Context: an optimization exercise on an open-source flow, tuned for small area, a short achievable clock period and few clock cycles. The choices shown serve that exercise and are no tape-out recipe. At most, simulation tests tie the RTL to the original design; equivalence was not proved. Function not checked in runs 3 and 7: the RTL went through the layout flow alone. Power is estimated from default activity; no workload was simulated.

## run.sh

```bash
#!/bin/bash
# synth_recipe.tcl (not shown) runs the flow's synth.tcl, then flattens the netlist and writes it again
# the make line also repeats each setting of config.mk as NAME=value (left out here)
make -C /OpenROAD-flow-scripts/flow DESIGN_CONFIG=/design/flow/config.mk WORK_HOME=/design/flow/orfs CLKGATE_MAP_FILE= SYNTH_SCRIPT=/design/flow/synth_recipe.tcl finish
```

## config.mk

```make
export PLATFORM = sky130hd
export DESIGN_NAME = ucode_core
export DESIGN_NICKNAME = ucode_core
export VERILOG_FILES = /design/flow/design.v
export SDC_FILE = /design/flow/constraint.sdc
export NUM_CORES = 4
export LEC_CHECK = 0
export CAP_MARGIN = 20
export CORE_MARGIN = 2
export CORE_UTILIZATION = 65
export SETUP_SLACK_MARGIN = 5
export SLEW_MARGIN = 20
```

## constraint.sdc

```tcl
create_clock -name core_clock -period 8.5 [get_ports {clk}]
set_input_delay 1.7000 -clock core_clock [delete_from_list [all_inputs] [get_ports {clk}]]
set_output_delay 1.7000 -clock core_clock [all_outputs]
set_load 0.01 [all_outputs]
```

## design.v

```verilog
`default_nettype none
package ucode_pkg;
    localparam int INSTR_W = 32;
    localparam int REG_AW  = 4;   
    localparam int DATA_W  = 32;
    localparam int IMM_W   = 16;
    localparam int OPC_W   = 7;   
    localparam logic [OPC_W-1:0] OP_MOV  = 7'b0000000;  
    localparam logic [OPC_W-1:0] OP_ADD  = 7'b0110001;  
    localparam logic [OPC_W-1:0] OP_SUB  = 7'b0110010;  
    localparam logic [OPC_W-1:0] OP_MULI = 7'b0111000;  
    localparam logic [OPC_W-1:0] OP_NOP  = 7'b1100100;
    typedef struct packed {
        logic [OPC_W-1:0]                    opcode;
        logic [REG_AW-1:0]                   rd;
        logic [REG_AW-1:0]                   rs1;
        logic [REG_AW-1:0]                   rs2;
        logic [INSTR_W-OPC_W-3*REG_AW-1:0]   spare;  
    } instr_alu_t;
    typedef struct packed {
        logic [OPC_W-1:0]  opcode;
        logic [REG_AW-1:0] rd;
        logic [REG_AW-1:0] rs1;    
        logic              pad;
        logic [IMM_W-1:0]  imm;
    } instr_imm_t;
    typedef union packed {
        instr_alu_t alu;
        instr_imm_t imm;
    } instr_word_u;
endpackage
`default_nettype wire
`timescale 1ns/100ps
`default_nettype none
module ucode_core (
    input  logic                          clk,
    input  logic                          rst,
    input  logic                          in_valid,
    output logic                          in_ready,
    input  logic [ucode_pkg::INSTR_W-1:0] in_instr,
    output logic                          wb_valid,
    input  logic                          wb_ready,
    output logic [ucode_pkg::REG_AW-1:0]  wb_reg,
    output logic [ucode_pkg::DATA_W-1:0]  wb_data
);
    logic [6:0]  in_op;
    logic        dec_mov, dec_sub, dec_muli, dec_real;
    logic [3:0]  dec_rd, dec_ra, dec_rb;
    logic [15:0] dec_imm;
    assign in_op = in_instr[31:25];
    always_comb begin
        dec_mov  = 1'b0;
        dec_sub  = 1'b0;
        dec_muli = 1'b0;
        dec_real = 1'b0;
        dec_rd   = in_instr[24:21];
        dec_ra   = in_instr[20:17];
        dec_rb   = in_instr[16:13];
        dec_imm  = in_instr[15:0];
        case (in_op)
            ucode_pkg::OP_MOV: begin
                dec_real = 1'b1;
                dec_mov  = 1'b1;
            end
            ucode_pkg::OP_ADD: dec_real = 1'b1;
            ucode_pkg::OP_SUB: begin
                dec_real = 1'b1;
                dec_sub  = 1'b1;
            end
            ucode_pkg::OP_MULI: begin
                dec_real = 1'b1;
                if (in_instr[15:0] == 16'h0) begin
                    dec_mov = 1'b1;                      
                end else begin
                    dec_muli = 1'b1;                     
                    dec_ra   = in_instr[24:21];
                    dec_rb   = in_instr[20:17];
                end
            end
            default: dec_real = 1'b0;                    
        endcase
    end
    logic        skv;
    logic        sk_mov, sk_sub, sk_muli;
    logic [3:0]  sk_rd, sk_ra, sk_rb;
    logic [15:0] sk_imm;
    logic        irv;
    logic        ir_mov, ir_sub, ir_muli;
    logic [3:0]  ir_rd, ir_ra, ir_rb;
    logic [15:0] ir_imm;                                 
    logic        ir_ph;                                  
    logic        take;
    logic        ir_free;
    logic        d_issue;
    logic        d_last;
    logic        e_fire;
    assign in_ready = !skv;
    assign take     = in_valid && !skv;
    logic        ev;
    logic [3:0]  e_rd;
    logic [31:0] e_a, e_b;
    logic        e_fa, e_fb;                             
    logic        e_sub;
    assign e_fire  = ev && (!wb_valid || wb_ready);
    assign d_issue = irv && (!ev || e_fire);
    assign d_last  = !ir_muli || (ir_ph && ir_imm == 16'd1);
    assign ir_free = !irv || (d_issue && d_last);
    always_ff @(posedge clk or posedge rst) begin
        if (rst) begin
            skv   <= 1'b0;
            irv   <= 1'b0;
            ir_ph <= 1'b0;
        end else begin
            if (ir_free) begin
                ir_ph <= 1'b0;
                if (skv) begin
                    irv <= 1'b1;
                    skv <= 1'b0;
                end else begin
                    irv <= take && dec_real;
                end
            end else begin
                if (take && dec_real) skv <= 1'b1;
                if (d_issue) ir_ph <= 1'b1;
            end
        end
    end
    always_ff @(posedge clk) begin
        if (!skv && !ir_free) begin
            sk_mov  <= dec_mov;
            sk_sub  <= dec_sub;
            sk_muli <= dec_muli;
            sk_rd   <= dec_rd;
            sk_ra   <= dec_ra;
            sk_rb   <= dec_rb;
            sk_imm  <= dec_imm;
        end
        if (ir_free) begin
            if (skv) begin
                ir_mov  <= sk_mov;
                ir_sub  <= sk_sub;
                ir_muli <= sk_muli;
                ir_rd   <= sk_rd;
                ir_ra   <= sk_ra;
                ir_rb   <= sk_rb;
                ir_imm  <= sk_imm;
            end else begin
                ir_mov  <= dec_mov;
                ir_sub  <= dec_sub;
                ir_muli <= dec_muli;
                ir_rd   <= dec_rd;
                ir_ra   <= dec_ra;
                ir_rb   <= dec_rb;
                ir_imm  <= dec_imm;
            end
        end else if (d_issue && ir_ph) begin
            ir_imm <= ir_imm - 16'd1;                    
        end
    end
    logic [31:0] rf [16];
    logic [15:0] rv;                                     
    logic [31:0] rd_a, rd_b;
    logic        u_mov;
    logic [31:0] e_res;
    logic [31:0] op_a, op_b;
    assign rd_a  = rv[ir_ra] ? rf[ir_ra] : 32'h0;
    assign rd_b  = rv[ir_rb] ? rf[ir_rb] : 32'h0;
    assign u_mov = ir_mov || (ir_muli && !ir_ph);
    always_ff @(posedge clk or posedge rst) begin
        if (rst) begin
            ev       <= 1'b0;
            rv       <= '0;
            wb_valid <= 1'b0;
        end else begin
            if (d_issue) begin
                ev <= 1'b1;
            end else if (e_fire) begin
                ev <= 1'b0;
            end
            if (wb_ready) begin
                wb_valid <= 1'b0;
            end
            if (e_fire) begin
                rv[e_rd] <= 1'b1;
                wb_valid <= 1'b1;
            end
        end
    end
    always_ff @(posedge clk) begin
        if (d_issue) begin
            e_rd  <= ir_rd;
            e_sub <= ir_sub;
            e_a   <= u_mov ? (ir_muli ? 32'h0 : {16'h0, ir_imm}) : rd_a;
            e_b   <= u_mov ? 32'h0 : rd_b;
            e_fa  <= !u_mov && ev && e_rd == ir_ra;
            e_fb  <= !u_mov && ev && e_rd == ir_rb;
        end
    end
    assign op_a  = e_fa ? wb_data : e_a;
    assign op_b  = e_fb ? wb_data : e_b;
    assign e_res = e_sub ? op_a - op_b : op_a + op_b;
    always_ff @(posedge clk) begin
        if (e_fire) begin
            rf[e_rd] <= e_res;
            wb_reg   <= e_rd;
            wb_data  <= e_res;
        end
    end
endmodule
`default_nettype wire
```

==> results.tsv, run 1 <==
stage	metric	value	unit
timing	fmax	0.219	GHz
finish	final_nets	2201	
finish	drive_above_1_share	39.5	%
finish	area_growth_syn_to_layout	21.3	%
synthesis	synth.distinct_cells	66	
status	outcome	no timing/DRC/antenna violations	
clock_network	cts_tree	yes	
timing	period_needed	4570	ps
floorplan	die_w	234	microns
synthesis	synth-edff-count	681	
synthesis	synth_seq_cells	706	
timing	rsz0062_at_grt	true	
finish	fillers	2575	
floorplan	std_cell_rows	84	
synthesis	syn_avg_cell_area	17.9	sq um
clock_network	ctsLongestPathBuffers	3	
timing	period_share	53.7	%
synthesis	ys.flop_type	edfxtp_1	
floorplan	io_pins	74	
clock_network	worst_setup_hold_path_clk_slew	70	ps
clock_network	cts_hold_repair.buffers	0	
global_routing	grt_max_degree	134	
routing	drc	0	
job	drv_cap	0	
floorplan	dieArea	0.0547	sq mm
timing	maxSlewHeadroom	28.4	%
pwr	p_leak	0.0142	uW
routing	antenna_left	0	
global_routing	grt_overflow	0	
finish	regMostFlops	rf	
placed_design	dp_cells	2596	
clock_network	cts_root_buf	clkbuf_16	
global_routing	grtUsageTotal	37.4	%
floorplan	die_h	234	microns
routing	vias	21800	
routing	drtIter0Drc	3093	
setup_path	critPathMaxFanout	17	
finish	largest_reg_flops	512	
floorplan	initial_utilization	65.5	%
synthesis	synth_nets	1999	
clock_network	cts_sinks	706	
setup_path	required	8870	ps
finish	finalNonFillerCells	2864	
finish	n_antenna_cell	0	
pwr	power.density	191	mW/mm^2
placed_design	dp_hpwl	54100	microns
placed_design	place.gp.congestion	0.942	
global_routing	antenna_found_initial	4	
placed_design	io_buffer_count	73	
synthesis	ys_seq_area_share	61.3	%
synthesis	synthCells	1923	
timing	setup_viol	0	
synthesis	ys_warn_count	1	
timing	slew_viol_final	0	
timing	hold_viol	0	
synthesis	async_reset_ff_share	2.97	%
global_routing	grt_pass1_wl	143000	microns
floorplan	core_area	0.0524	sq mm
pwr	ir_worst_vdd	0.189	mV
routing	wl_per_cell	36.5	microns
min_path	hp-class	register to register	
routing	drt_wl_total	105000	microns
global_routing	grt_pass1_vias	21000	
clock_network	clk_latency	650	ps
routing	viasPerCell	7.62	
routing	dr.pass1.iters	6	
timing	hold_ws	418	ps
clock_network	cts_max_level	3	
setup_path	cp-end-kind	register	
synthesis	synth_area	0.0343	sq mm
setup_path	crit_type	register to register	
clock_network	cts_buffers	73	
timing	worst_pin_slew	1070	ps
finish	utilization	79.4	%
setup_path	critPathArrivalTime	4940	ps
timing	finClkSkew	36.3	ps
setup_path	startpoint_type	register	
timing	setup-tns-final	0	ps
## worst max-delay path, cell delays in order (launching register included)
cell	delay, ps
edfxtp_1	420
buf_6	150
buf_16	100
or4b_4	470
a222oi_1	340
buf_4	190
nand4_1	140
nor2_4	210
buf_6	140
a31oi_4	90
xor2_2	180
ha_4	190
a21o_1	220
o21bai_4	200
or3_1	390
a211oi_2	250
nor2_2	110
nand2b_4	180
xor2_4	170
buf_12	150
## power by group
group | switching [uW] | internal, uW
sequential | 36.1 | 3890
combinational | 455 | 434
clock | 1360 | 1790
## metal layers
layer	vias to the layer above	global-route usage, %	share of wire [%]
li1	8445	-	-
met1	11400	53.8	35
met2	1731	55.8	46
met3	286	9.78	14
met4	0	14.7	4.6
met5	-	0	0
## layout make-up
class / count / area (sq um) / area share [%]
Clock buffer: 88 / 1890 / 4.54
Clock inverter: 38 / 420 / 1.01
Sequential cell: 706 / 21100 / 50.6
Multi-Input combinational cell: 1074 / 14200 / 34.2
Timing Repair inverter: 1 / 8.76 / 0.0210
Tap cell: 688 / 861 / 2.07
Inverter: 23 / 103 / 0.246
Timing Repair Buffer: 246 / 3080 / 7.39
## cells by family (layout without fill, tap and decap cells)
group	after synthesis	in the layout	synth area share, %
buffers and inverters	145	396	1.69
flip-flops	706	706	61.3
XOR/XNOR	81	82	2.07
adder cells (fa/ha/maj)	40	40	1.48
multiplexers	419	419	24.4
AO/OA/AOI/OAI	209	209	4.14
AND/OR/NAND/NOR	323	324	4.87
## worst paths after layout
path                          start        end  slack (ps)  cells after the start
setup / recovery               e_fb  rf[3][27]        3930                     19
hold / removal             ir_rd[1]    e_rd[1]         420                      0
setup reg to reg               e_fb  rf[3][27]        3930                     19
hold reg to reg            ir_rd[1]    e_rd[1]         420                      0
max in group asynchronous       rst      ir_ph        6360                      2
min in group asynchronous       rst      rv[4]        1570                      2
## what timing repair did
action                     4_1_cts  5_1_grt
pin swaps                       60       39
resized for setup              147       74
hold endpoints to repair         0        0
buffers inserted                85       36
setup endpoints to repair      835      797
gates cloned                     9       12
## through the flow
stage          cell area, sq um  total power [uW]  setup WS (ps)
2_1_floorplan             35000              4430           3690
3_5_place_dp              36400              4640           2910
5_1_grt                   41700              8140           3830
6_report                  41700              7960           3930
4_1_cts                   40700              7860           4200
3_3_place_gp              36400              4630           2980
## synthesized netlist by cell type, types with 16 or more instances
cell	instances	area (sq um)
nand2_1	62	233
nor2_1	75	282
clkbuf_1	77	289
nor3_1	21	105
mux4_2	330	7430
buf_1	18	67.6
a21oi_1	54	270
edfxtp_1	681	20400
o21ai_0	34	170
buf_2	26	130
inv_1	22	82.6
dfrtp_1	21	526
xor2_1	42	368
a32o_1	17	170
ha_1	39	488
a21o_1	31	233
mux2_2	59	664
nand2b_1	16	100
and3_1	60	375
mux2i_1	30	300
xnor2_1	39	342
## placed cells by master, fill, tap and decap left out, types with 23 or more instances in the layout
cell type / instances
a21oi_1: 32
nor2_1: 55
clkbuf_16: 83
o21ai_0: 23
mux2i_1: 28
buf_4: 74
clkdlybuf4s50_1: 72
buf_6: 32
ha_1: 23
xor2_1: 30
mux2_2: 58
edfxtp_1: 681
and3_1: 55
a21o_1: 29
mux4_2: 330
buf_12: 43
nand2_1: 51
Testbench counts, summed over its fixed seeds: cycles 8,520.
==> inputs of run 2 (changes only) <==
--- a/config.mk
+++ b/config.mk
@@ -7,6 +7,5 @@
 export LEC_CHECK = 0
 export CAP_MARGIN = 20
 export CORE_MARGIN = 2
-export CORE_UTILIZATION = 65
-export SETUP_SLACK_MARGIN = 5
+export CORE_UTILIZATION = 40
 export SLEW_MARGIN = 20
==> results.tsv, run 2 <==
stage	metric	value	unit
status	outcome	no timing/DRC/antenna violations	
finish	n_antenna_cell	0	
clock_network	cts_hold_repair.buffers	0	
routing	antenna_left	0	
global_routing	grt_overflow	0	
floorplan	die_h	297	microns
finish	layout_commonest_cell	edfxtp_1	
setup_path	r2r-end	rf[8][26]	
floorplan	core_area	0.0851	sq mm
pwr	p_int	6110	uW
synthesis	synth-edff-count	681	
clock_network	cts_max_level	3	
synthesis	synth.area.top_cells	edfxtp_1 (60%), mux4_2 (22%), mux2_2 (1.9%)	
timing	hold_viol	0	
setup_path	slowest_stage	or4b_2	
setup_path	crit_top_cell	ha_1	
pwr	pwr-share-clk	42.1	%
timing	period_share	72.4	%
timing	hold_ws	397	ps
clock_network	cts_setup_buffers	0	
setup_path	critPathMaxFanout	78	
routing	vias	19700	
synthesis	synthTopCellsByCount	edfxtp_1 (681), mux4_2 (330), clkbuf_1 (77)	
routing	drc	0	
timing	period_needed	6150	ps
placed_design	dp_hpwl	54400	microns
clock_network	cts_tree	yes	
routing	viasPerCell	6.17	
synthesis	synth_nets	1999	
timing	rsz0062_at_grt	false	
finish	largest_reg_flops	512	
pwr	ir_worst_vdd	0.162	mV
synthesis	ys_warn_count	1	
finish	area_growth_syn_to_layout	13.7	%
routing	drt_wl_total	95200	microns
pwr	p_sw	1770	uW
setup_path	startpoint_type	register	
clock_network	cts_sinks	706	
finish	final_nets	2065	
floorplan	std_cell_rows	107	
synthesis	synth.top_cell.area_share	59.5	%
global_routing	antenna_found_initial	0	
finish	final_area	0.0391	sq mm
global_routing	grtUsageTotal	21.6	%
min_path	min_from	ir_rd[0]	
pwr	combPwrFrac	7.9	%
floorplan	die_w	297	microns
timing	setup_viol	0	
pwr	p_leak	0.0130	uW
synthesis	async_reset_ff_share	2.97	%
routing	drtIter0Drc	2065	
synthesis	syn_avg_cell_area	17.9	sq um
synthesis	synth_seq_cells	706	
floorplan	initial_utilization	40.3	%
setup_path	max_stage_delay	680	ps
finish	drive_above_1_share	28.8	%
placed_design	place.gp.congestion	0.906	
synthesis	synth.distinct_cells	66	
min_path	hold_depth	0	
setup_path	critPathArrivalTime	6460	ps
timing	maxSlewHeadroom	10.8	%
synthesis	synth_area	0.0343	sq mm
clock_network	cts_buffers	73	
global_routing	grt_pass1_vias	20500	
global_routing	grt_max_degree	134	
finish	utilization	45.9	%
pwr	p_seq_share	49.9	%
min_path	holdPathEnd	e_rd[0]	
global_routing	grt_pass1_wl	139000	microns
floorplan	dieArea	0.0882	sq mm
routing	dr.pass1.iters	5	
setup_path	reg2reg_depth	15	
setup_path	cp_cell_sequence	buf_4 > mux2i_1 > ha_1 > o221ai_1 > nor4_1 > and3_1 > and2_1 > a21oi_1 > xor2_1 > ha_1 > nand2_1 > or4b_2 > o211ai_1 > a211oi_1 > xnor2_2	
synthesis	yosysTopAreaCell	edfxtp_1	
synthesis	synthCells	1923	
finish	regMostFlops	rf	
clock_network	clk_latency	630	ps
clock_network	cts_root_buf	clkbuf_16	
clock_network	ctsResizeCount	0	
clock_network	ctsLongestPathBuffers	3	
setup_path	cp-end-kind	register	
timing	finClkSkew	33.2	ps
setup_path	rrSetupSlack	2350	ps
finish	finalNonFillerCells	3186	
pwr	swShare	22.5	%
timing	slew_viol_final	0	
setup_path	required	8810	ps
placed_design	dp_cells	3057	
placed_design	io_buffer_count	73	
synthesis	ys.flop_type	edfxtp_1	
synthesis	ys_seq_area_share	61.3	%
job	drv_cap	0	
floorplan	io_pins	74	
synthesis	yosysMostFrequentCell	edfxtp_1	
clock_network	worst_setup_hold_path_clk_slew	60	ps
setup_path	crit_type	register to register	
placed_design	postPlaceCellArea	0.0365	sq mm
routing	wl_per_cell	29.9	microns
timing	worst_pin_slew	1340	ps
finish	layout_common_cells	edfxtp_1 (681), mux4_2 (330), clkbuf_16 (74)	
timing	setup-tns-final	0	ps
timing	fmax	0.163	GHz
pwr	power.density	202	mW/mm^2
setup_path	r2r_start	e_fb	
min_path	hp-class	register to register	
## run 2: layout make-up
type,instances,area [sq um]
clock inverters,44,556
clock buffers,84,1890
flip-flops and latches,706,21100
multi-input cells,1072,12900
repair buffers,113,1090
inverters,23,86.3
well taps,1144,1430
fillers,7258,46100
## run 2: kinds of logic after synthesis
family,after synthesis,share of synthesized area (%)
flops,706,61.3
buf+inv,145,1.69
xor+xnor,81,2.07
compound gates,209,4.14
fa+ha+maj,40,1.48
simple gates,323,4.87
mux,419,24.4
## run 2: layer usage
layer | vias up | wire, microns | share of wire [%] | track usage [%]
li1 | 8152 | - | - | -
met4 | 0 | 2740 | 2.9 | 7.07
met5 | - | 0 | 0 | 0
met2 | 780 | 46900 | 49 | 35.8
met1 | 10600 | 38500 | 40 | 29.1
met3 | 148 | 6990 | 7.3 | 3.65
## run 2: per-stage QoR
stage	worst slack, ps	power, uW
6_report	2350	7880
4_1_cts	2040	7930
5_1_grt	1880	8110
3_3_place_gp	2260	4620
3_5_place_dp	2060	4630
2_1_floorplan	2150	4400
## run 2: worst max-delay path by stage
stage               start         end  slack, ps  depth (start not counted)
floorplan            e_fb   rf[0][29]       2150                         22
global placement     e_fb  rf[14][26]       2260                         15
detailed placement   e_fb   rf[9][26]       2060                         15
CTS                  e_fb   rf[2][26]       2040                         15
global route         e_fb   rf[2][26]       1880                         15
finish               e_fb   rf[8][26]       2350                         15
## run 2: worst max-delay path: cells and delay by family, from the launching register on
family | cells | cell delay, ps
compound gates | 4 | 970
xor+xnor | 2 | 820
fa+ha+maj | 2 | 660
buf+inv | 1 | 640
flops | 1 | 450
mux | 1 | 310
simple gates | 5 | 1970
## run 2: power by group through the flow
stage / Combinational [uW] / Sequential, uW / Clock (uW)
6_report: 626 / 3930 / 3320
5_1_grt: 666 / 3940 / 3510
4_1_cts: 620 / 3940 / 3370
3_5_place_dp: 618 / 4010 / 0
3_3_place_gp: 607 / 4010 / 0
2_1_floorplan: 420 / 3980 / 0
==> inputs of run 3 (changes only) <==
--- a/design.v
+++ b/design.v
@@ -99,7 +99,6 @@
     logic        ev;
     logic [3:0]  e_rd;
     logic [31:0] e_a, e_b;
-    logic        e_fa, e_fb;                             
     logic        e_sub;
     assign e_fire  = ev && (!wb_valid || wb_ready);
     assign d_issue = irv && (!ev || e_fire);
@@ -161,11 +160,16 @@
     logic [15:0] rv;                                     
     logic [31:0] rd_a, rd_b;
     logic        u_mov;
+    logic        fw_a, fw_b;                             
     logic [31:0] e_res;
-    logic [31:0] op_a, op_b;
+    logic [31:0] nx_a, nx_b;
     assign rd_a  = rv[ir_ra] ? rf[ir_ra] : 32'h0;
     assign rd_b  = rv[ir_rb] ? rf[ir_rb] : 32'h0;
     assign u_mov = ir_mov || (ir_muli && !ir_ph);
+    assign fw_a  = ev && e_rd == ir_ra;                  
+    assign fw_b  = ev && e_rd == ir_rb;
+    assign nx_a  = u_mov ? (ir_muli ? 32'h0 : {16'h0, ir_imm}) : (fw_a ? e_res : rd_a);
+    assign nx_b  = u_mov ? 32'h0 : ((fw_b ? e_res : rd_b) ^ {32{ir_sub}});
     always_ff @(posedge clk or posedge rst) begin
         if (rst) begin
             ev       <= 1'b0;
@@ -189,16 +193,35 @@
     always_ff @(posedge clk) begin
         if (d_issue) begin
             e_rd  <= ir_rd;
-            e_sub <= ir_sub;
-            e_a   <= u_mov ? (ir_muli ? 32'h0 : {16'h0, ir_imm}) : rd_a;
-            e_b   <= u_mov ? 32'h0 : rd_b;
-            e_fa  <= !u_mov && ev && e_rd == ir_ra;
-            e_fb  <= !u_mov && ev && e_rd == ir_rb;
-        end
-    end
-    assign op_a  = e_fa ? wb_data : e_a;
-    assign op_b  = e_fb ? wb_data : e_b;
-    assign e_res = e_sub ? op_a - op_b : op_a + op_b;
+            e_sub <= ir_sub && !u_mov;
+            e_a   <= nx_a;
+            e_b   <= nx_b;                               
+        end
+    end
+    logic [31:0] pg_g, pg_p;
+    logic [31:0] gg [6];
+    logic [31:0] pp [6];
+    logic [32:0] cy;
+    assign pg_g = e_a & e_b;
+    assign pg_p = e_a ^ e_b;
+    always_comb begin
+        gg[0] = pg_g;
+        pp[0] = pg_p;
+        gg[0][0] = pg_g[0] | (pg_p[0] & e_sub);          
+        for (int l = 0; l < 5; l++) begin
+            gg[l+1] = gg[l];
+            pp[l+1] = pp[l];
+            for (int i = 0; i < 32; i++) begin
+                if ((i >> l) & 1) begin
+                    gg[l+1][i] = gg[l][i] | (pp[l][i] & gg[l][((i >> l) << l) - 1]);
+                    pp[l+1][i] = pp[l][i] & pp[l][((i >> l) << l) - 1];
+                end
+            end
+        end
+        cy[0] = e_sub;
+        for (int i = 0; i < 32; i++) cy[i+1] = gg[5][i];
+    end
+    assign e_res = pg_p ^ cy[31:0];
     always_ff @(posedge clk) begin
         if (e_fire) begin
             rf[e_rd] <= e_res;
--- a/config.mk
+++ b/config.mk
@@ -7,5 +7,6 @@
 export LEC_CHECK = 0
 export CAP_MARGIN = 20
 export CORE_MARGIN = 2
-export CORE_UTILIZATION = 40
+export CORE_UTILIZATION = 65
+export SETUP_SLACK_MARGIN = 5
 export SLEW_MARGIN = 20
==> results.tsv, run 3 <==
stage	metric	value	unit
synthesis	ys_seq_area_share	63.0	%
routing	drc	0	
setup_path	r2r-end	e_b[16]	
setup_path	crit_top_cell	fa_2	
setup_path	cp-end-kind	register	
synthesis	ys_warn_count	3	
finish	layout_commonest_cell	edfxtp_1	
timing	finClkSkew	19.8	ps
clock_network	cts_hold_repair.buffers	0	
routing	dr_wl_met2	39900	microns
synthesis	synth_compound_area_share	3.62	%
synthesis	synthCells	1841	
clock_network	cts_root_buf	clkbuf_16	
global_routing	antenna_found_initial	1	
finish	multi_input_comb_area	0.0121	sq mm
placed_design	dp_hpwl	46700	microns
synthesis	synth.area.top_cells	edfxtp_1 (61%), mux4_2 (22%), dfrtp_1 (1.6%)	
placed_design	io_buffer_count	73	
timing	hold_ws	417	ps
synthesis	synth_area	0.0335	sq mm
routing	wirelength_met1	32500	microns
setup_path	critical_path_buf_inv_count	1	
setup_path	crit_type	register to register	
timing	period_needed	3460	ps
clock_network	clk_latency	610	ps
finish	drive_above_1_share	29.9	%
setup_path	critPathMaxFanout	6	
status	outcome	no timing/DRC/antenna violations	
timing	period_share	40.7	%
floorplan	die_w	231	microns
synthesis	synth_nets	1919	
min_path	hold_depth	0	
setup_path	critPathArrivalTime	3800	ps
routing	wl_per_cell	31.2	microns
pwr	swShare	20.7	%
setup_path	cp_cell_sequence	fa_1 > inv_1 > fa_2 > nand2b_4 > a21o_1 > a21oi_4 > or3_4 > a31oi_4 > fa_2 > o22ai_1 > xnor2_1 > nor2_1	
synthesis	muxShareOfSynthArea	23.7	%
pwr	p_leak	0.0129	uW
synthesis	yosysMostFrequentCell	edfxtp_1	
synthesis	syn_avg_cell_area	18.2	sq um
pwr	ir_worst_vdd	0.199	mV
synthesis	synthTopCellsByCount	edfxtp_1 (679), mux4_2 (330), inv_1 (76)	
routing	vias	19100	
setup_path	required	8840	ps
floorplan	die_h	231	microns
setup_path	rrSetupSlack	5040	ps
min_path	hp-class	register to register	
setup_path	cp-startpoint	e_a[0]	
timing	worst_pin_slew	1000	ps
clock_network	cts_sinks	708	
finish	regMostFlops	rf	
synthesis	synth.distinct_cells	71	
finish	finalNonFillerCells	2680	
routing	dr.pass1.iters	5	
finish	utilization	74.7	%
pwr	combPwrFrac	5.9	%
finish	area_growth_syn_to_layout	14.1	%
routing	dr.max_layer_used	met5	
synthesis	synth_top_family_by_area	multiplexers	
global_routing	grt_pass1_vias	19400	
pwr	power.density	197	mW/mm^2
finish	regArea	0.0211	sq mm
timing	maxSlewHeadroom	33.1	%
clock_network	worst_setup_hold_path_clk_slew	60	ps
timing	fmax	0.289	GHz
timing	setup-tns-final	0	ps
finish	fillers	2975	
synthesis	synth-edff-count	679	
setup_path	r2r_start	e_a[0]	
floorplan	dieArea	0.0533	sq mm
floorplan	core_area	0.0511	sq mm
finish	layout_common_cells	edfxtp_1 (679), mux4_2 (330), clkbuf_16 (76)	
global_routing	grt_overflow	0	
synthesis	yosys.area_share.simple	3.98	%
finish	largest_reg_flops	512	
timing	slew_viol_final	0	
timing	rsz0062_at_grt	true	
synthesis	yosysTopAreaCell	edfxtp_1	
clock_network	ctsLongestPathBuffers	3	
setup_path	reg2reg_depth	12	
synthesis	yosys.area_share.adder	1.71	%
pwr	p_sw	1560	uW
clock_network	cts_tree	yes	
floorplan	std_cell_rows	83	
finish	final_nets	2028	
clock_network	cts_max_level	3	
min_path	min_from	ir_rd[3]	
routing	drt_wl_total	83600	microns
routing	wl_met3	8940	microns
finish	n_antenna_cell	0	
job	drv_cap	0	
placed_design	place.gp.congestion	0.847	
synthesis	synthXorXnorAreaFrac	1.81	%
synthesis	ys.flop_type	edfxtp_1	
min_path	holdPathEnd	e_rd[3]	
synthesis	async_reset_ff_share	2.97	%
placed_design	dp_cells	2525	
global_routing	grt_pass1_wl	123000	microns
routing	viasPerCell	7.13	
setup_path	max_stage_delay	500	ps
global_routing	grt_max_degree	108	
pwr	pwr-share-clk	42.7	%
global_routing	grtUsageTotal	32.1	%
setup_path	slowest_stage	fa_2	
synthesis	synth_seq_cells	708	
pwr	p_int	5960	uW
timing	setup_viol	0	
setup_path	cp_top_family	adder cells	
placed_design	postPlaceCellArea	0.0352	sq mm
pwr	p_seq_share	51.3	%
floorplan	initial_utilization	65.5	%
synthesis	synth.top_cell.area_share	60.9	%
floorplan	io_pins	74	
setup_path	startpoint_type	register	
timing	hold_viol	0	
finish	final_area	0.0382	sq mm
routing	antenna_left	0	
clock_network	cts_buffers	72	
routing	drtIter0Drc	2400	
run 3: worst max path at each step:
stage	end	slack, ps	depth (start not counted)
detailed placement	register	4040	9
global placement	register	4080	9
finish	e_b[16]	5040	12
floorplan	rf[12][0]	4840	5
CTS	e_a[22]	4840	12
global route	e_b[20]	4900	15
run 3: area by class of cell:
| class | count | share of cell area [%] |
|---|---|---|
| Inverter | 78 | 0.813 |
| Tap cell | 680 | 2.23 |
| Multi-Input combinational cell | 945 | 31.7 |
| Timing Repair Buffer | 145 | 3.87 |
| Clock inverter | 32 | 1.08 |
| Sequential cell | 708 | 55.3 |
| Clock buffer | 92 | 5.08 |
run 3: logic make-up after synthesis:
group | count (synthesis)
AO/OA/AOI/OAI | 183
XOR/XNOR | 69
multiplexers | 376
flip-flops | 708
adder cells (fa/ha/maj) | 42
buffers and inverters | 189
AND/OR/NAND/NOR | 274
run 3: through the flow:
step	power, uW	setup slack (ps)
floorplan	4230	4840
global placement	4350	4080
detailed placement	4360	4040
CTS	7540	4840
global route	7720	4900
finish	7520	5040
run 3: metal layers:
metal | up-vias | global-route usage (%)
li1 | 7833 | -
met1 | 9954 | 46.7
met2 | 1149 | 49.2
met3 | 162 | 7.63
met4 | 2 | 10.1
met5 | - | 0
run 3: timing repair:
| item | in CTS | in global routing |
|---|---|---|
| resized for setup | 29 | 35 |
| pin swaps | 6 | 4 |
| cloned | 1 | 1 |
| setup buffers | 12 | 17 |
| setup endpoints to repair | 348 | 526 |
run 3: power by group through the flow:
stage / clock network (uW) / registers [uW] / logic, uW
3_5_place_dp: 0 / 3940 / 421
5_1_grt: 3380 / 3860 / 472
6_report: 3210 / 3860 / 446
4_1_cts: 3240 / 3860 / 436
3_3_place_gp: 0 / 3940 / 416
2_1_floorplan: 0 / 3900 / 329
==> inputs of run 4 (changes only) <==
--- a/design.v
+++ b/design.v
@@ -163,8 +163,14 @@
     logic        fw_a, fw_b;                             
     logic [31:0] e_res;
     logic [31:0] nx_a, nx_b;
-    assign rd_a  = rv[ir_ra] ? rf[ir_ra] : 32'h0;
-    assign rd_b  = rv[ir_rb] ? rf[ir_rb] : 32'h0;
+    always_comb begin
+        rd_a = '0;
+        rd_b = '0;
+        for (int i = 0; i < 16; i++) begin
+            rd_a = rd_a | (rf[i] & {32{rv[i] && ir_ra == 4'(i)}});
+            rd_b = rd_b | (rf[i] & {32{rv[i] && ir_rb == 4'(i)}});
+        end
+    end
     assign u_mov = ir_mov || (ir_muli && !ir_ph);
     assign fw_a  = ev && e_rd == ir_ra;                  
     assign fw_b  = ev && e_rd == ir_rb;
==> results.tsv, run 4 <==
stage	metric	value	unit
setup_path	cp-end-kind	register	
routing	wl_per_cell	36.0	microns
synthesis	synth.area.top_cells	edfxtp_1 (65%), a22oi_1 (8.4%), a22o_1 (2.4%)	
global_routing	grtUsageTotal	43.9	%
clock_network	cts_sinks	700	
clock_network	ctsLongestPathBuffers	3	
setup_path	critPathMaxFanout	32	
synthesis	synth-edff-count	679	
routing	drtIter0Drc	5041	
timing	setup_viol	0	
timing	maxSlewHeadroom	24.8	%
finish	drive_above_1_share	13.5	%
timing	slew_viol_final	0	
placed_design	place.gp.congestion	0.926	
routing	viasPerCell	7.87	
routing	dr.pass1.iters	7	
synthesis	synth_seq_cells	700	
floorplan	dieArea	0.0499	sq mm
synthesis	synth.distinct_cells	78	
floorplan	io_pins	74	
clock_network	cts_tree	yes	
timing	hold_viol	0	
pwr	p_leak	0.0125	uW
pwr	ir_worst_vdd	0.169	mV
synthesis	ys_seq_area_share	66.9	%
finish	fillers	2931	
clock_network	cts_root_buf	clkbuf_16	
setup_path	startpoint_type	input port	
finish	layout_common_cells	edfxtp_1 (679), a22oi_1 (348), nand2_1 (191)	
setup_path	slowest_stage	clkdlybuf4s50_1	
timing	period_needed	3470	ps
job	drv_cap	0	
synthesis	synth_nets	2381	
placed_design	dp_hpwl	57200	microns
clock_network	cts_buffers	71	
setup_path	max_stage_delay	470	ps
routing	drt_wl_total	110000	microns
clock_network	cts_max_level	3	
synthesis	synthCells	2303	
synthesis	yosysMostFrequentCell	edfxtp_1	
clock_network	worst_setup_hold_path_clk_slew	60	ps
synthesis	syn_avg_cell_area	13.6	sq um
setup_path	cp_cell_sequence	clkdlybuf4s50_1 > nand2b_1 > nand2_2 > clkinv_8 > nand3_2 > nor2_4 > clkbuf_8	
floorplan	die_h	223	microns
global_routing	grt_max_degree	70	
setup_path	rrSetupSlack	5040	ps
timing	period_share	40.8	%
synthesis	synth_area	0.0313	sq mm
synthesis	ys_warn_count	3	
finish	utilization	74.8	%
floorplan	std_cell_rows	80	
floorplan	die_w	223	microns
global_routing	grt_overflow	0	
setup_path	required	8760	ps
status	outcome	no timing/DRC/antenna violations	
finish	final_nets	2448	
floorplan	core_area	0.0476	sq mm
synthesis	yosysTopAreaCell	edfxtp_1	
global_routing	grt_pass1_wl	155000	microns
synthesis	synthTopCellsByCount	edfxtp_1 (679), a22oi_1 (348), nand2_1 (193)	
synthesis	async_reset_ff_share	3.00	%
placed_design	io_buffer_count	73	
setup_path	crit_type	input port to register	
min_path	hp-class	register to register	
global_routing	grt_pass1_vias	23200	
finish	layout_commonest_cell	edfxtp_1	
timing	rsz0062_at_grt	true	
clock_network	cts_hold_repair.buffers	0	
synthesis	synth.top_cell.area_share	65.2	%
floorplan	initial_utilization	65.6	%
timing	setup-tns-final	0	ps
pwr	power.density	201	mW/mm^2
clock_network	clk_latency	630	ps
routing	drc	0	
routing	vias	23900	
routing	antenna_left	0	
timing	finClkSkew	31.1	ps
global_routing	antenna_found_initial	1	
timing	worst_pin_slew	1130	ps
finish	area_growth_syn_to_layout	14.0	%
timing	fmax	0.288	GHz
synthesis	ys.flop_type	edfxtp_1	
finish	largest_reg_flops	512	
finish	regMostFlops	rf	
setup_path	critPathArrivalTime	3730	ps
## run 4: cell count changes after synthesis, sizes merged, moves of 81 or more
cell | previous run | this run
clkbuf | 67 | 157
a22oi | 0 | 348
a22o | 4 | 86
nand2 | 70 | 193
a221oi | 1 | 82
mux4 | 330 | 0
## run 4: final timing paths
check,depth (start not counted),endpoint,startpoint
max,7,rf[15][19],wb_ready
min,0,e_rd[2],ir_rd[2]
max reg2reg,9,e_b[1],ir_rb[2]
min reg2reg,0,e_rd[2],ir_rd[2]
max in group asynchronous,2,rv[7],rst
min in group asynchronous,2,rv[8],rst
## run 4: kinds of logic (layout without fill, tap and decap cells)
group / Yosys count / after routing / share of synthesized area (%)
compound gates: 700 / 700 / 16.9
flops: 700 / 700 / 66.9
simple gates: 551 / 551 / 8.45
buf+inv: 203 / 326 / 2.67
xor+xnor: 63 / 63 / 1.76
mux: 44 / 44 / 1.47
fa+ha+maj: 42 / 42 / 1.82
other cells: 0 / 1 / 0
## run 4: per-layer routing
| layer | wire (microns) | vias to the layer above | global-route usage, % |
|---|---|---|---|
| met3 | 18500 | 661 | 13.9 |
| met2 | 46600 | 2530 | 64.7 |
| met1 | 36200 | 11400 | 58.3 |
| li1 | - | 9353 | - |
| met5 | 0 | - | 0 |
| met4 | 8250 | 0 | 25.3 |
## run 4: stage by stage
step	power (uW)	setup WS [ps]	area, sq um	std cells	hold WS [ps]
after global routing	7280	4960	35700	3041	428
final	7150	5030	35700	3042	422
after CTS	7140	4980	35500	3036	422
after global placement	4000	4020	32800	2892	403
after detailed placement	4010	3980	32800	2893	407
after floorplan	3940	4950	31400	2303	400
## run 4: worst max-delay path, delay by kind of cell
kind / cells / cell delay [ps]
buf+inv: 3 / 1180
simple gates: 4 / 790
## run 4: layout make-up
cell class | count | area, sq um | share of cell area, %
Tap cell | 615 | 769 | 2.16
Timing Repair Buffer | 161 | 1500 | 4.22
Multi-Input combinational cell | 1400 | 9930 | 27.9
Inverter | 35 | 155 | 0.435
Antenna cell | 1 | 2.50 | 0.00702
Clock buffer | 90 | 1880 | 5.27
Timing Repair inverter | 1 | 8.76 | 0.0246
Clock inverter | 39 | 490 | 1.38
Sequential cell | 700 | 20900 | 58.7
## run 4: power by group
group | leakage [uW] | internal (uW) | switching (uW)
Sequential | 0.00647 | 3770 | 16.5
Combinational | 0.00490 | 61.3 | 98.5
Clock | 0.00116 | 1860 | 1340
Total | 0.0125 | 5690 | 1460
## run 4: timing repair
item	4_1_cts	5_1_grt
pin swaps	5	8
gates cloned	1	0
gates resized for setup	33	31
setup buffers	13	5
setup endpoints to repair	610	392
Testbench counts of run 4, summed over its fixed seeds: cycles 8,520.
==> inputs of run 5 (changes only) <==
--- a/design.v
+++ b/design.v
@@ -45,18 +45,12 @@
 );
     logic [6:0]  in_op;
     logic        dec_mov, dec_sub, dec_muli, dec_real;
-    logic [3:0]  dec_rd, dec_ra, dec_rb;
-    logic [15:0] dec_imm;
     assign in_op = in_instr[31:25];
     always_comb begin
         dec_mov  = 1'b0;
         dec_sub  = 1'b0;
         dec_muli = 1'b0;
         dec_real = 1'b0;
-        dec_rd   = in_instr[24:21];
-        dec_ra   = in_instr[20:17];
-        dec_rb   = in_instr[16:13];
-        dec_imm  = in_instr[15:0];
         case (in_op)
             ucode_pkg::OP_MOV: begin
                 dec_real = 1'b1;
@@ -70,11 +64,9 @@
             ucode_pkg::OP_MULI: begin
                 dec_real = 1'b1;
                 if (in_instr[15:0] == 16'h0) begin
-                    dec_mov = 1'b1;                      
+                    dec_mov  = 1'b1;                     
                 end else begin
                     dec_muli = 1'b1;                     
-                    dec_ra   = in_instr[24:21];
-                    dec_rb   = in_instr[20:17];
                 end
             end
             default: dec_real = 1'b0;                    
@@ -82,13 +74,15 @@
     end
     logic        skv;
     logic        sk_mov, sk_sub, sk_muli;
-    logic [3:0]  sk_rd, sk_ra, sk_rb;
-    logic [15:0] sk_imm;
+    logic [24:0] sk_w;
     logic        irv;
     logic        ir_mov, ir_sub, ir_muli;
+    logic [24:0] ir_w;                                   
+    logic        ir_ph;                                  
     logic [3:0]  ir_rd, ir_ra, ir_rb;
-    logic [15:0] ir_imm;                                 
-    logic        ir_ph;                                  
+    assign ir_rd = ir_w[24:21];
+    assign ir_ra = ir_w[20:17];                          
+    assign ir_rb = ir_w[16:13];                          
     logic        take;
     logic        ir_free;
     logic        d_issue;
@@ -102,7 +96,7 @@
     logic        e_sub;
     assign e_fire  = ev && (!wb_valid || wb_ready);
     assign d_issue = irv && (!ev || e_fire);
-    assign d_last  = !ir_muli || (ir_ph && ir_imm == 16'd1);
+    assign d_last  = !ir_muli || (ir_ph && ir_w[15:0] == 16'd1);
     assign ir_free = !irv || (d_issue && d_last);
     always_ff @(posedge clk or posedge rst) begin
         if (rst) begin
@@ -129,31 +123,22 @@
             sk_mov  <= dec_mov;
             sk_sub  <= dec_sub;
             sk_muli <= dec_muli;
-            sk_rd   <= dec_rd;
-            sk_ra   <= dec_ra;
-            sk_rb   <= dec_rb;
-            sk_imm  <= dec_imm;
+            sk_w    <= in_instr[24:0];
         end
         if (ir_free) begin
             if (skv) begin
                 ir_mov  <= sk_mov;
                 ir_sub  <= sk_sub;
                 ir_muli <= sk_muli;
-                ir_rd   <= sk_rd;
-                ir_ra   <= sk_ra;
-                ir_rb   <= sk_rb;
-                ir_imm  <= sk_imm;
+                ir_w    <= sk_w;
             end else begin
                 ir_mov  <= dec_mov;
                 ir_sub  <= dec_sub;
                 ir_muli <= dec_muli;
-                ir_rd   <= dec_rd;
-                ir_ra   <= dec_ra;
-                ir_rb   <= dec_rb;
-                ir_imm  <= dec_imm;
+                ir_w    <= in_instr[24:0];
             end
         end else if (d_issue && ir_ph) begin
-            ir_imm <= ir_imm - 16'd1;                    
+            ir_w[15:0] <= ir_w[15:0] - 16'd1;            
         end
     end
     logic [31:0] rf [16];
@@ -167,15 +152,15 @@
         rd_a = '0;
         rd_b = '0;
         for (int i = 0; i < 16; i++) begin
-            rd_a = rd_a | (rf[i] & {32{rv[i] && ir_ra == 4'(i)}});
-            rd_b = rd_b | (rf[i] & {32{rv[i] && ir_rb == 4'(i)}});
+            rd_a = rd_a | (rf[i] & {32{rv[i] && ir_ra == 4'(i) && !fw_a && !u_mov}});
+            rd_b = rd_b | (rf[i] & {32{rv[i] && ir_rb == 4'(i) && !fw_b && !u_mov}});
         end
     end
     assign u_mov = ir_mov || (ir_muli && !ir_ph);
-    assign fw_a  = ev && e_rd == ir_ra;                  
-    assign fw_b  = ev && e_rd == ir_rb;
-    assign nx_a  = u_mov ? (ir_muli ? 32'h0 : {16'h0, ir_imm}) : (fw_a ? e_res : rd_a);
-    assign nx_b  = u_mov ? 32'h0 : ((fw_b ? e_res : rd_b) ^ {32{ir_sub}});
+    assign fw_a  = !u_mov && ev && e_rd == ir_ra;        
+    assign fw_b  = !u_mov && (ir_muli || (ev && e_rd == ir_rb));
+    assign nx_a  = (e_res & {32{fw_a}}) | rd_a | {16'h0, ir_w[15:0] & {16{ir_mov}}};
+    assign nx_b  = ((e_res & {32{fw_b}}) | rd_b) ^ {32{ir_sub}};
     always_ff @(posedge clk or posedge rst) begin
         if (rst) begin
             ev       <= 1'b0;
--- a/config.mk
+++ b/config.mk
@@ -7,6 +7,6 @@
 export LEC_CHECK = 0
 export CAP_MARGIN = 20
 export CORE_MARGIN = 2
-export CORE_UTILIZATION = 65
+export CORE_UTILIZATION = 55
 export SETUP_SLACK_MARGIN = 5
 export SLEW_MARGIN = 20
==> results.tsv, run 5 <==
stage	metric	value	unit
min_path	hp-class	register to register	
synthesis	async_reset_ff_share	3.03	%
floorplan	std_cell_rows	85	
synthesis	synth.distinct_cells	75	
placed_design	pre_cts_ws	3740	ps
setup_path	crit_top_cell	fa_2	
synthesis	synth_nets	2140	
timing	hold_ws	422	ps
pwr	ir_worst_vdd	0.195	mV
routing	antenna_left	0	
timing	setup_viol	0	
pwr	p_leak	0.0117	uW
timing	finClkSkew	19.4	ps
routing	wl_per_cell	38.0	microns
timing	fmax	0.281	GHz
pwr	power.density	200	mW/mm^2
finish	largest_reg_flops	512	
setup_path	max_stage_delay	470	ps
placed_design	dp_cells	2764	
clock_network	cts_sinks	694	
global_routing	grt_max_degree	70	
global_routing	grtUsageTotal	39.1	%
routing	viasPerCell	7.68	
clock_network	cts_root_buf	clkbuf_16	
finish	regMostFlops	rf	
synthesis	yosysTopAreaCell	edfxtp_1	
finish	regArea	0.0207	sq mm
setup_path	required	8830	ps
synthesis	synth-edff-count	673	
synthesis	synth_seq_cells	694	
setup_path	cp-end-kind	register	
setup_path	startpoint_type	register	
setup_path	critical_path_buf_inv_count	4	
routing	vias	22600	
setup_path	cp_top_family	adder cells	
timing	period_needed	3560	ps
clock_network	worst_setup_hold_path_clk_slew	70	ps
clock_network	cts_max_level	3	
global_routing	grt_pass1_wl	155000	microns
setup_path	cp_cell_sequence	inv_2 > fa_2 > inv_2 > fa_2 > a211oi_2 > o21a_2 > o21bai_4 > a311oi_4 > buf_12 > fa_2 > buf_4 > o21ai_2 > a221oi_2 > nand4_1 > xor2_1	
placed_design	postPlaceCellArea	0.0321	sq mm
finish	drive_above_1_share	16.0	%
global_routing	antenna_found_initial	0	
timing	slew_viol_final	0	
setup_path	slowest_stage	fa_2	
global_routing	grt_pass1_vias	21500	
synthesis	synth.area.top_cells	edfxtp_1 (67%), a22oi_1 (7.1%), a222oi_1 (3.7%)	
setup_path	critPathMaxFanout	5	
finish	final_nets	2272	
setup_path	critPathArrivalTime	3890	ps
job	drv_cap	0	
synthesis	syn_avg_cell_area	14.7	sq um
finish	fillers	3885	
clock_network	cts_tree	yes	
global_routing	grt_overflow	0	
timing	period_share	41.9	%
floorplan	initial_utilization	55.9	%
placed_design	place.gp.congestion	0.910	
timing	worst_pin_slew	939	ps
synthesis	ys_warn_count	3	
placed_design	dp_hpwl	54500	microns
status	outcome	no timing/DRC/antenna violations	
floorplan	io_pins	74	
clock_network	clk_latency	630	ps
finish	n_antenna_cell	0	
floorplan	core_area	0.0541	sq mm
clock_network	cts_buffers	73	
synthesis	synth_area	0.0303	sq mm
placed_design	io_buffer_count	73	
timing	rsz0062_at_grt	true	
setup_path	crit_type	register to register	
clock_network	cts_hold_repair.buffers	0	
timing	maxSlewHeadroom	37.3	%
synthesis	yosysMostFrequentCell	edfxtp_1	
timing	hold_viol	0	
finish	finalNonFillerCells	2945	
floorplan	die_w	239	microns
finish	final_area	0.0353	sq mm
clock_network	ctsLongestPathBuffers	3	
synthesis	synth.top_cell.area_share	66.8	%
routing	drt_wl_total	112000	microns
finish	area_growth_syn_to_layout	16.5	%
floorplan	die_h	239	microns
floorplan	dieArea	0.0569	sq mm
timing	setup-tns-final	0	ps
finish	layout_commonest_cell	edfxtp_1	
routing	dr.pass1.iters	10	
timing	finalWorstSetupSlack	4940	ps
synthesis	synthCells	2062	
routing	drtIter0Drc	4962	
finish	multi_input_comb_area	0.00938	sq mm
synthesis	synthTopCellsByCount	edfxtp_1 (673), a22oi_1 (286), a222oi_1 (112)	
synthesis	ys_seq_area_share	68.5	%
finish	layout_common_cells	edfxtp_1 (673), a22oi_1 (286), a222oi_1 (112)	
routing	drc	0	
synthesis	ys.flop_type	edfxtp_1	
run 5: changes by cell type after synthesis, sizes merged, moves of 39 or more:
cell and delta:
buf +39, a22oi -62, nand4 +41, clkbuf -68, a222oi +112, a22o -63
a221oi -53, nand2 -92
run 5: final timing paths:
| path | start | depth (start not counted) | slack, ps | to |
|---|---|---|---|---|
| min in group asynchronous | rst | 2 | 1590 | rv[6] |
| hold / removal | ir_w[23] | 0 | 420 | e_rd[2] |
| setup / recovery | e_a[0] | 15 | 4940 | e_b[16] |
| setup reg to reg | e_a[0] | 15 | 4940 | e_b[16] |
| max in group asynchronous | rst | 2 | 6330 | rv[11] |
| hold reg to reg | ir_w[23] | 0 | 420 | e_rd[2] |
run 5: where the power goes:
| group | total, uW | internal [uW] | switching (uW) |
|---|---|---|---|
| Combinational | 167 | 66.2 | 101 |
| Sequential | 3760 | 3740 | 15.9 |
| Clock | 3140 | 1800 | 1340 |
run 5: area by class of cell:
cell class	count	share of cell area (%)
clock buffer	83	5.40
tap	696	2.47
sequential	694	58.8
timing repair buffer	195	5.10
multi-input combinational	1198	26.6
inverter	32	0.436
clock inverter	47	1.20
run 5: repair_timing:
item / 4_1_cts / 5_1_grt
gates cloned: 0 / 1
setup buffers: 23 / 26
resized for setup: 46 / 48
pin swaps: 13 / 12
setup endpoints to repair: 560 / 396
run 5: routing by layer:
metal | share of wire, % | up-vias | global-route usage (%)
met2 | 43 | 2278 | 56.4
met4 | 5.5 | 0 | 18.7
met3 | 16 | 466 | 12.1
met5 | 0 | - | 0
li1 | - | 8861 | -
met1 | 36 | 11000 | 54.3
run 5: cells by family (layout without fill, tap and decap cells):
group / Yosys count / count (layout) / synth area share [%]
adders and majority gates: 42 / 42 / 1.89
buffers and inverters: 171 / 357 / 2.44
DFF: 694 / 694 / 68.5
muxes: 35 / 35 / 1.22
and+or+nand+nor: 434 / 435 / 7.61
xor gates and xnor gates: 78 / 78 / 2.26
AOI/OAI and AO/OA: 608 / 608 / 16.1
run 5: through the flow:
stage	util (%)	power, uW
floorplan	-	3900
global placement	59.3	3970
detailed placement	59.3	3980
CTS	64.3	7070
global route	65.1	7220
finish	65.1	7060
Testbench counts of run 5, summed over its fixed seeds: cycles 8,520.
==> inputs of run 6 (changes only) <==
==> flow/run.sh (new file) <==
#!/bin/bash
# Standard ORFS layout; repair_timing aims for extra setup slack
set -euo pipefail
bash standard.sh finish SETUP_SLACK_MARGIN=5.6 > standard.log 2>&1
==> standard.sh (new file) <==
#!/bin/bash
# synth_recipe.tcl (not shown) runs the flow's synth.tcl, then flattens the netlist and writes it again
# the make line also repeats each setting of config.mk as NAME=value (left out here)
make -C /OpenROAD-flow-scripts/flow DESIGN_CONFIG=/design/flow/config.mk WORK_HOME=/design/flow/orfs CLKGATE_MAP_FILE= SYNTH_SCRIPT=/design/flow/synth_recipe.tcl "${@:-finish}"
--- a/config.mk
+++ b/config.mk
@@ -8,5 +8,4 @@
 export CAP_MARGIN = 20
 export CORE_MARGIN = 2
 export CORE_UTILIZATION = 55
-export SETUP_SLACK_MARGIN = 5
 export SLEW_MARGIN = 20
removed: run.sh
==> results.tsv, run 6 <==
stage	metric	value	unit
pwr	swShare	20.7	%
routing	drtIter0Drc	5637	
synthesis	yosysTopAreaCell	edfxtp_1	
floorplan	die_w	239	microns
routing	vias	24300	
timing	hold_viol	0	
pwr	power.density	184	mW/mm^2
pwr	pwr-share-clk	44.2	%
setup_path	crit_type	register to register	
synthesis	ys.flop_type	edfxtp_1	
timing	setup_viol	0	
pwr	power.total	7160	uW
timing	finClkSkew	21.8	ps
global_routing	grtUsageTotal	42.0	%
synthesis	synth.area.top_cells	edfxtp_1 (67%), a22oi_1 (7.1%), a222oi_1 (3.7%)	
global_routing	grt_pass1_wl	167000	microns
status	outcome	no timing/DRC/antenna violations	
synthesis	yosysMostFrequentCell	edfxtp_1	
finish	regMostFlops	rf	
pwr	ir_worst_vdd	0.179	mV
synthesis	ys_warn_count	3	
routing	drt_wl_total	123000	microns
clock_network	cts_sinks	694	
setup_path	rrSetupSlack	4930	ps
pwr	p_int	5680	uW
finish	largest_reg_flops	512	
pwr	p_sw	1480	uW
finish	area_growth_syn_to_layout	28.9	%
timing	period_needed	3570	ps
floorplan	std_cell_rows	85	
synthesis	async_reset_ff_share	3.03	%
synthesis	ys_seq_area_share	68.5	%
global_routing	grt_max_degree	51	
timing	rsz0062_at_grt	true	
floorplan	dieArea	0.0569	sq mm
synthesis	synth_seq_cells	694	
finish	fillers	3408	
synthesis	synth-edff-count	673	
finish	utilization	72.0	%
finish	final_nets	2457	
setup_path	cp-end-kind	register	
synthesis	synth_area	0.0303	sq mm
setup_path	startpoint_type	register	
pwr	p_seq_share	52.5	%
setup_path	critPathMaxFanout	3	
placed_design	io_buffer_count	73	
setup_path	required	8860	ps
finish	layout_commonest_cell	edfxtp_1	
global_routing	antenna_found_initial	3	
synthesis	synthTopCellsByCount	edfxtp_1 (673), a22oi_1 (286), a222oi_1 (112)	
placed_design	place.gp.congestion	0.921	
clock_network	cts_max_level	3	
placed_design	dp_hpwl	54300	microns
global_routing	grt_overflow	0	
min_path	hp-class	register to register	
routing	antenna_left	0	
routing	wl_per_cell	39.2	microns
floorplan	core_area	0.0541	sq mm
timing	slew_viol_final	0	
synthesis	synth.top_cell.area_share	66.8	%
timing	maxSlewHeadroom	37.0	%
clock_network	ctsLongestPathBuffers	3	
finish	drive_above_1_share	27.7	%
timing	fmax	0.280	GHz
routing	viasPerCell	7.75	
pwr	combPwrFrac	3.4	%
synthesis	synth.distinct_cells	75	
clock_network	cts_root_buf	clkbuf_16	
floorplan	initial_utilization	55.9	%
timing	worst_pin_slew	945	ps
routing	dr.pass1.iters	15	
clock_network	cts_tree	yes	
job	drv_cap	0	
clock_network	cts_buffers	72	
routing	drc	0	
pwr	p_leak	0.0134	uW
timing	period_share	42.0	%
setup_path	critPathArrivalTime	3930	ps
clock_network	worst_setup_hold_path_clk_slew	60	ps
timing	setup-tns-final	0	ps
floorplan	die_h	239	microns
synthesis	syn_avg_cell_area	14.7	sq um
global_routing	grt_pass1_vias	23100	
clock_network	clk_latency	620	ps
floorplan	io_pins	74	
synthesis	synthCells	2062	
synthesis	synth_nets	2140	
finish	layout_common_cells	edfxtp_1 (673), a22oi_1 (284), a222oi_1 (112)	
run 6: cell counts after synthesis:
No cell type changed its count.
run 6: area by class of cell:
cell class | instances | area [sq um] | share of cell area, %
multi-input combinational | 1204 | 10400 | 26.6
clock buffer | 85 | 1910 | 4.91
clock inverter | 46 | 415 | 1.07
sequential | 694 | 20700 | 53.2
tap | 696 | 871 | 2.23
timing repair buffer | 372 | 4490 | 11.5
inverter | 32 | 163 | 0.417
timing repair inverter | 3 | 43.8 | 0.112
antenna | 3 | 7.51 | 0.0193
run 6: metrics by stage:
stage	setup slack, ps	hold WS [ps]	cell area (sq um)	std cells
floorplan	5090	400	30800	2062
global placement	4260	403	32300	2749
detailed placement	4240	406	32300	2749
CTS	4900	419	37600	3062
global route	4820	436	39000	3132
finish	4930	422	39000	3135
run 6: cell families after synthesis:
family                   count (synthesis)  share of synthesized area [%]
flip-flops                             694                           68.5
adder cells (fa/ha/maj)                 42                           1.89
AND/OR/NAND/NOR                        434                           7.61
XOR/XNOR                                78                           2.26
AO/OA/AOI/OAI                          608                           16.1
multiplexers                            35                           1.22
buffers and inverters                  171                           2.44
run 6: what timing repair did:
| action | 4_1_cts | 5_1_grt |
|---|---|---|
| resized for setup | 433 | 132 |
| pin swaps | 87 | 90 |
| buffers inserted | 153 | 53 |
| cloned | 29 | 17 |
| setup endpoints to repair | 1087 | 580 |
| hold buffers | 0 | 0 |
run 6: path summary, 6_finish.rpt:
check / start / to / cells after the start
max: e_a[0] / e_a[31] / 17
min: ir_w[22] / e_rd[1] / 0
max reg2reg: e_a[0] / e_a[31] / 17
min reg2reg: ir_w[22] / e_rd[1] / 0
max in group asynchronous: rst / wb_valid / 2
min in group asynchronous: rst / rv[13] / 2
run 6: routing by layer:
layer / vias up / track usage [%] / wire (microns)
li1: 9261 / - / -
met4: 8 / 22.4 / 9040
met1: 11700 / 55.6 / 42600
met2: 2576 / 60.9 / 51600
met3: 714 / 15.2 / 19700
met5: - / 0.779 / 60
run 6: worst max-delay path: stages (launching register included):
cell and delay (ps):
edfxtp_1 380, inv_2 70, fa_2 200, inv_2 40, fa_2 380, a211oi_4 290
o21a_4 200, buf_4 120, buf_6 80, buf_6 80, nor2_4 50, o41ai_4 220
buf_6 190, nand2_8 90, a31o_4 300, mux2i_4 220, nand2_4 120, a211o_1 280
run 6: power by group through the flow:
stage          Combinational, uW  Clock [uW]  Sequential [uW]
4_1_cts                      205        3160             3750
3_3_place_gp                 144           0             3830
3_5_place_dp                 146           0             3830
5_1_grt                      251        3300             3750
2_1_floorplan               88.0           0             3820
6_report                     241        3160             3760
==> inputs of run 7 (changes only) <==
--- a/design.v
+++ b/design.v
@@ -146,21 +146,25 @@
     logic [31:0] rd_a, rd_b;
     logic        u_mov;
     logic        fw_a, fw_b;                             
+    logic        fw_wa, fw_wb;                           
     logic [31:0] e_res;
     logic [31:0] nx_a, nx_b;
     always_comb begin
         rd_a = '0;
         rd_b = '0;
         for (int i = 0; i < 16; i++) begin
-            rd_a = rd_a | (rf[i] & {32{rv[i] && ir_ra == 4'(i) && !fw_a && !u_mov}});
-            rd_b = rd_b | (rf[i] & {32{rv[i] && ir_rb == 4'(i) && !fw_b && !u_mov}});
+            rd_a = rd_a | (rf[i] & {32{rv[i] && ir_ra == 4'(i) && !fw_a && !fw_wa && !u_mov}});
+            rd_b = rd_b | (rf[i] & {32{rv[i] && ir_rb == 4'(i) && !fw_b && !fw_wb && !u_mov}});
         end
     end
     assign u_mov = ir_mov || (ir_muli && !ir_ph);
     assign fw_a  = !u_mov && ev && e_rd == ir_ra;        
     assign fw_b  = !u_mov && (ir_muli || (ev && e_rd == ir_rb));
-    assign nx_a  = (e_res & {32{fw_a}}) | rd_a | {16'h0, ir_w[15:0] & {16{ir_mov}}};
-    assign nx_b  = ((e_res & {32{fw_b}}) | rd_b) ^ {32{ir_sub}};
+    assign fw_wa = !u_mov && !fw_a && wb_valid && wb_reg == ir_ra;
+    assign fw_wb = !u_mov && !fw_b && wb_valid && wb_reg == ir_rb;
+    assign nx_a  = (e_res & {32{fw_a}}) | (wb_data & {32{fw_wa}}) | rd_a |
+                   {16'h0, ir_w[15:0] & {16{ir_mov}}};
+    assign nx_b  = ((e_res & {32{fw_b}}) | (wb_data & {32{fw_wb}}) | rd_b) ^ {32{ir_sub}};
     always_ff @(posedge clk or posedge rst) begin
         if (rst) begin
             ev       <= 1'b0;
@@ -175,8 +179,10 @@
             if (wb_ready) begin
                 wb_valid <= 1'b0;
             end
+            if (wb_valid) begin
+                rv[wb_reg] <= 1'b1;
+            end
             if (e_fire) begin
-                rv[e_rd] <= 1'b1;
                 wb_valid <= 1'b1;
             end
         end
@@ -215,9 +221,13 @@
     assign e_res = pg_p ^ cy[31:0];
     always_ff @(posedge clk) begin
         if (e_fire) begin
-            rf[e_rd] <= e_res;
-            wb_reg   <= e_rd;
-            wb_data  <= e_res;
+            wb_reg  <= e_rd;
+            wb_data <= e_res;
+        end
+    end
+    always_ff @(posedge clk) begin
+        if (wb_valid) begin
+            rf[wb_reg] <= wb_data;
         end
     end
 endmodule
==> run.sh (new file) <==
#!/bin/bash
# synth_recipe.tcl (not shown) runs the flow's synth.tcl, then flattens the netlist and writes it again
# the make line also repeats each setting of config.mk as NAME=value (left out here)
make -C /OpenROAD-flow-scripts/flow DESIGN_CONFIG=/design/flow/config.mk WORK_HOME=/design/flow/orfs CLKGATE_MAP_FILE= SYNTH_SCRIPT=/design/flow/synth_recipe.tcl finish
--- a/config.mk
+++ b/config.mk
@@ -8,4 +8,5 @@
 export CAP_MARGIN = 20
 export CORE_MARGIN = 2
 export CORE_UTILIZATION = 55
+export SETUP_SLACK_MARGIN = 5
 export SLEW_MARGIN = 20
removed: flow/run.sh
removed: standard.sh
==> results.tsv, run 7 <==
stage	metric	value	unit
status	outcome	no timing/DRC/antenna violations	
pwr	power.density	194	mW/mm^2
min_path	min_from	ir_w[21]	
finish	drive_above_1_share	19.0	%
routing	antenna_left	0	
min_path	hold_depth	0	
clock_network	worst_setup_hold_path_clk_slew	60	ps
job	drv_cap	0	
clock_network	clk_latency	630	ps
setup_path	critPathMaxFanout	4	
finish	regMostFlops	rf	
synthesis	synth-edff-count	673	
min_path	holdPathEnd	e_rd[0]	
global_routing	grt_overflow	0	
timing	maxSlewHeadroom	33.0	%
synthesis	synth.area.top_cells	edfxtp_1 (65%), a22oi_1 (5.7%), a222oi_1 (3.0%)	
timing	setup-tns-final	0	ps
synthesis	ys_warn_count	3	
pwr	ir_worst_vdd	0.210	mV
timing	period_share	43.6	%
floorplan	io_pins	74	
global_routing	grtUsageTotal	39.1	%
synthesis	async_reset_ff_share	3.03	%
setup_path	cp_top_family	compound AO/OA/AOI/OAI gates	
floorplan	core_area	0.0563	sq mm
global_routing	grt_pass1_vias	23000	
finish	area_growth_syn_to_layout	17.0	%
timing	setup_viol	0	
setup_path	r2r-end	e_b[15]	
timing	rsz0062_at_grt	true	
setup_path	cp_cell_sequence	inv_2 > fa_2 > inv_2 > fa_2 > a211oi_4 > o21ai_2 > buf_6 > a2111oi_1 > o21bai_2 > a21o_1 > a21oi_1 > xnor2_1 > a211oi_2 > xnor2_1	
floorplan	die_w	242	microns
finish	largest_reg_flops	512	
setup_path	startpoint_type	register	
synthesis	ys_seq_area_share	66.4	%
placed_design	io_buffer_count	73	
finish	regArea	0.0207	sq mm
finish	multi_input_comb_area	0.0103	sq mm
timing	period_needed	3700	ps
timing	hold_ws	436	ps
synthesis	ys.flop_type	edfxtp_1	
setup_path	r2r_start	e_sub	
setup_path	slowest_stage	a2111oi_1	
setup_path	required	8820	ps
placed_design	place.gp.congestion	0.905	
finish	final_area	0.0365	sq mm
floorplan	std_cell_rows	87	
finish	final_nets	2379	
clock_network	cts_tree	yes	
routing	drtIter0Drc	4978	
synthesis	synthTopCellsByCount	edfxtp_1 (673), a22oi_1 (237), a221oi_1 (100)	
global_routing	antenna_found_initial	1	
routing	drt_wl_total	117000	microns
finish	layout_commonest_cell	edfxtp_1	
routing	drc	0	
synthesis	syn_avg_cell_area	14.7	sq um
synthesis	synthCells	2131	
clock_network	cts_root_buf	clkbuf_16	
routing	wl_per_cell	37.5	microns
floorplan	initial_utilization	55.5	%
synthesis	synth_nets	2209	
timing	fmax	0.270	GHz
setup_path	max_stage_delay	500	ps
finish	finalNonFillerCells	3113	
setup_path	rrSetupSlack	4800	ps
placed_design	postPlaceCellArea	0.0329	sq mm
setup_path	cp.depth	14	
synthesis	yosysTopAreaCell	edfxtp_1	
finish	fillers	4161	
timing	worst_pin_slew	1000	ps
finish	layout_common_cells	edfxtp_1 (673), a22oi_1 (237), buf_4 (150)	
clock_network	cts_buffers	72	
floorplan	dieArea	0.0587	sq mm
synthesis	synth_seq_cells	694	
setup_path	reg2reg_depth	14	
global_routing	grt_max_degree	71	
clock_network	cts_hold_repair.buffers	0	
setup_path	cp-startpoint	e_sub	
setup_path	cp-end-kind	register	
setup_path	crit_type	register to register	
synthesis	synth_area	0.0312	sq mm
routing	viasPerCell	7.62	
routing	vias	23700	
timing	finClkSkew	23.6	ps
routing	dr.pass1.iters	12	
timing	slew_viol_final	0	
floorplan	die_h	242	microns
min_path	hp-class	register to register	
setup_path	critPathArrivalTime	4020	ps
timing	hold_viol	0	
pwr	power.total	7100	uW
synthesis	synth.distinct_cells	79	
synthesis	yosysMostFrequentCell	edfxtp_1	
setup_path	critical_path_buf_inv_count	3	
clock_network	cts_sinks	694	
synthesis	synth.top_cell.area_share	64.7	%
clock_network	cts_max_level	3	
placed_design	dp_hpwl	58300	microns
clock_network	ctsLongestPathBuffers	3	
placed_design	dp_cells	2874	
global_routing	grt_pass1_wl	163000	microns
pwr	p_leak	0.0122	uW
-- run 7: changes by cell type after synthesis, sizes merged, moves of 10 or more --
cell,previous run,this run
a222oi,112,93
nor3,25,35
clkbuf,89,62
a22o,23,69
buf,50,86
a21oi,43,31
a22oi,286,237
nand3,43,66
a221oi,29,102
nand4,77,61
-- run 7: final cells by class --
| type | count | area share, % |
|---|---|---|
| flip-flops and latches | 694 | 56.8 |
| multi-input cells | 1263 | 28.2 |
| repair buffers | 243 | 5.80 |
| clock buffers | 81 | 5.14 |
| well taps | 756 | 2.59 |
| clock inverters | 48 | 1.18 |
| inverters | 27 | 0.277 |
| diodes | 1 | 0.00685 |
-- run 7: cells by family (layout without fill, tap and decap cells) --
family	after synthesis	in the layout	share of synthesized area, %
multiplexers	33	33	1.11
other	0	1	0
adder cells (fa/ha/maj)	42	42	1.83
buffers and inverters	175	399	2.78
flip-flops	694	694	66.4
AND/OR/NAND/NOR	444	444	8.08
AO/OA/AOI/OAI	655	656	17.3
XOR/XNOR	88	88	2.49
-- run 7: how the worst max path moves through the flow --
stage	slack (ps)	endpoint
final	4800	e_b[15]
after global routing	4580	e_b[15]
after CTS	4870	e_b[30]
after detailed placement	4000	ir_w[5]
after global placement	4070	ir_w[6]
after floorplan	5020	sk_mov
-- run 7: report_power, final --
part / total [uW] / internal, uW / switching (uW)
clock network: 3140 / 1810 / 1340
registers: 3760 / 3730 / 25.2
logic: 206 / 87.1 / 119
-- run 7: routing by layer --
layer / track usage, % / share of wire, % / wire length (microns) / vias to the layer above
met1: 50.5 / 34 / 40200 / 11500
met5: 0 / 0 / 0 / -
li1: - / - / - / 9282
met4: 20.6 / 6.6 / 7660 / 0
met2: 59.1 / 44 / 51000 / 2396
met3: 13.0 / 15 / 17900 / 574
-- run 7: repair_timing --
item | CTS | global route
gates cloned | 1 | 0
resized for setup | 61 | 52
buffers inserted | 74 | 34
pin swaps | 41 | 52
endpoints found under the setup margin | 150 | 69
hold endpoints to repair | 0 | 0
-- run 7: metrics by stage --
step	setup slack (ps)	util, %
2_1_floorplan	5020	-
3_3_place_gp	4070	58.4
3_5_place_dp	4000	58.4
4_1_cts	4870	64.0
5_1_grt	4580	64.9
6_report	4800	64.9

afterwards: timing with drivers on the ports:
In the flow no input, the clock included, has a driving cell. The finished layouts below were timed again as built, in two steps. Step 1: set_driving_cell puts a clkbuf_16 on clk and a buf_2 on each other input, an assumption about the parent block. Step 2 also shifts input and output timing later by t, the mid clock arrival at the registers, as if the neighbouring blocks saw the same clock. a / b / c = ideal / step 1 / step 2; a / b = the first two.
run	shift t [ns]	setup WS [ns]
run 1	0.691	3.932 / 3.932 / 3.932
run 2	0.682	2.349 / 2.349 / 2.349
run 3	0.662	5.037 / 5.037 / 4.447
run 4	0.672	5.032 / 5.036 / 4.364
run 5	0.677	4.940 / 4.940 / 4.439
run 6	0.671	4.926 / 4.926 / 4.860
run 7	0.680	4.798 / 4.798 / 4.469
After both steps setup and hold are still met in every run listed.
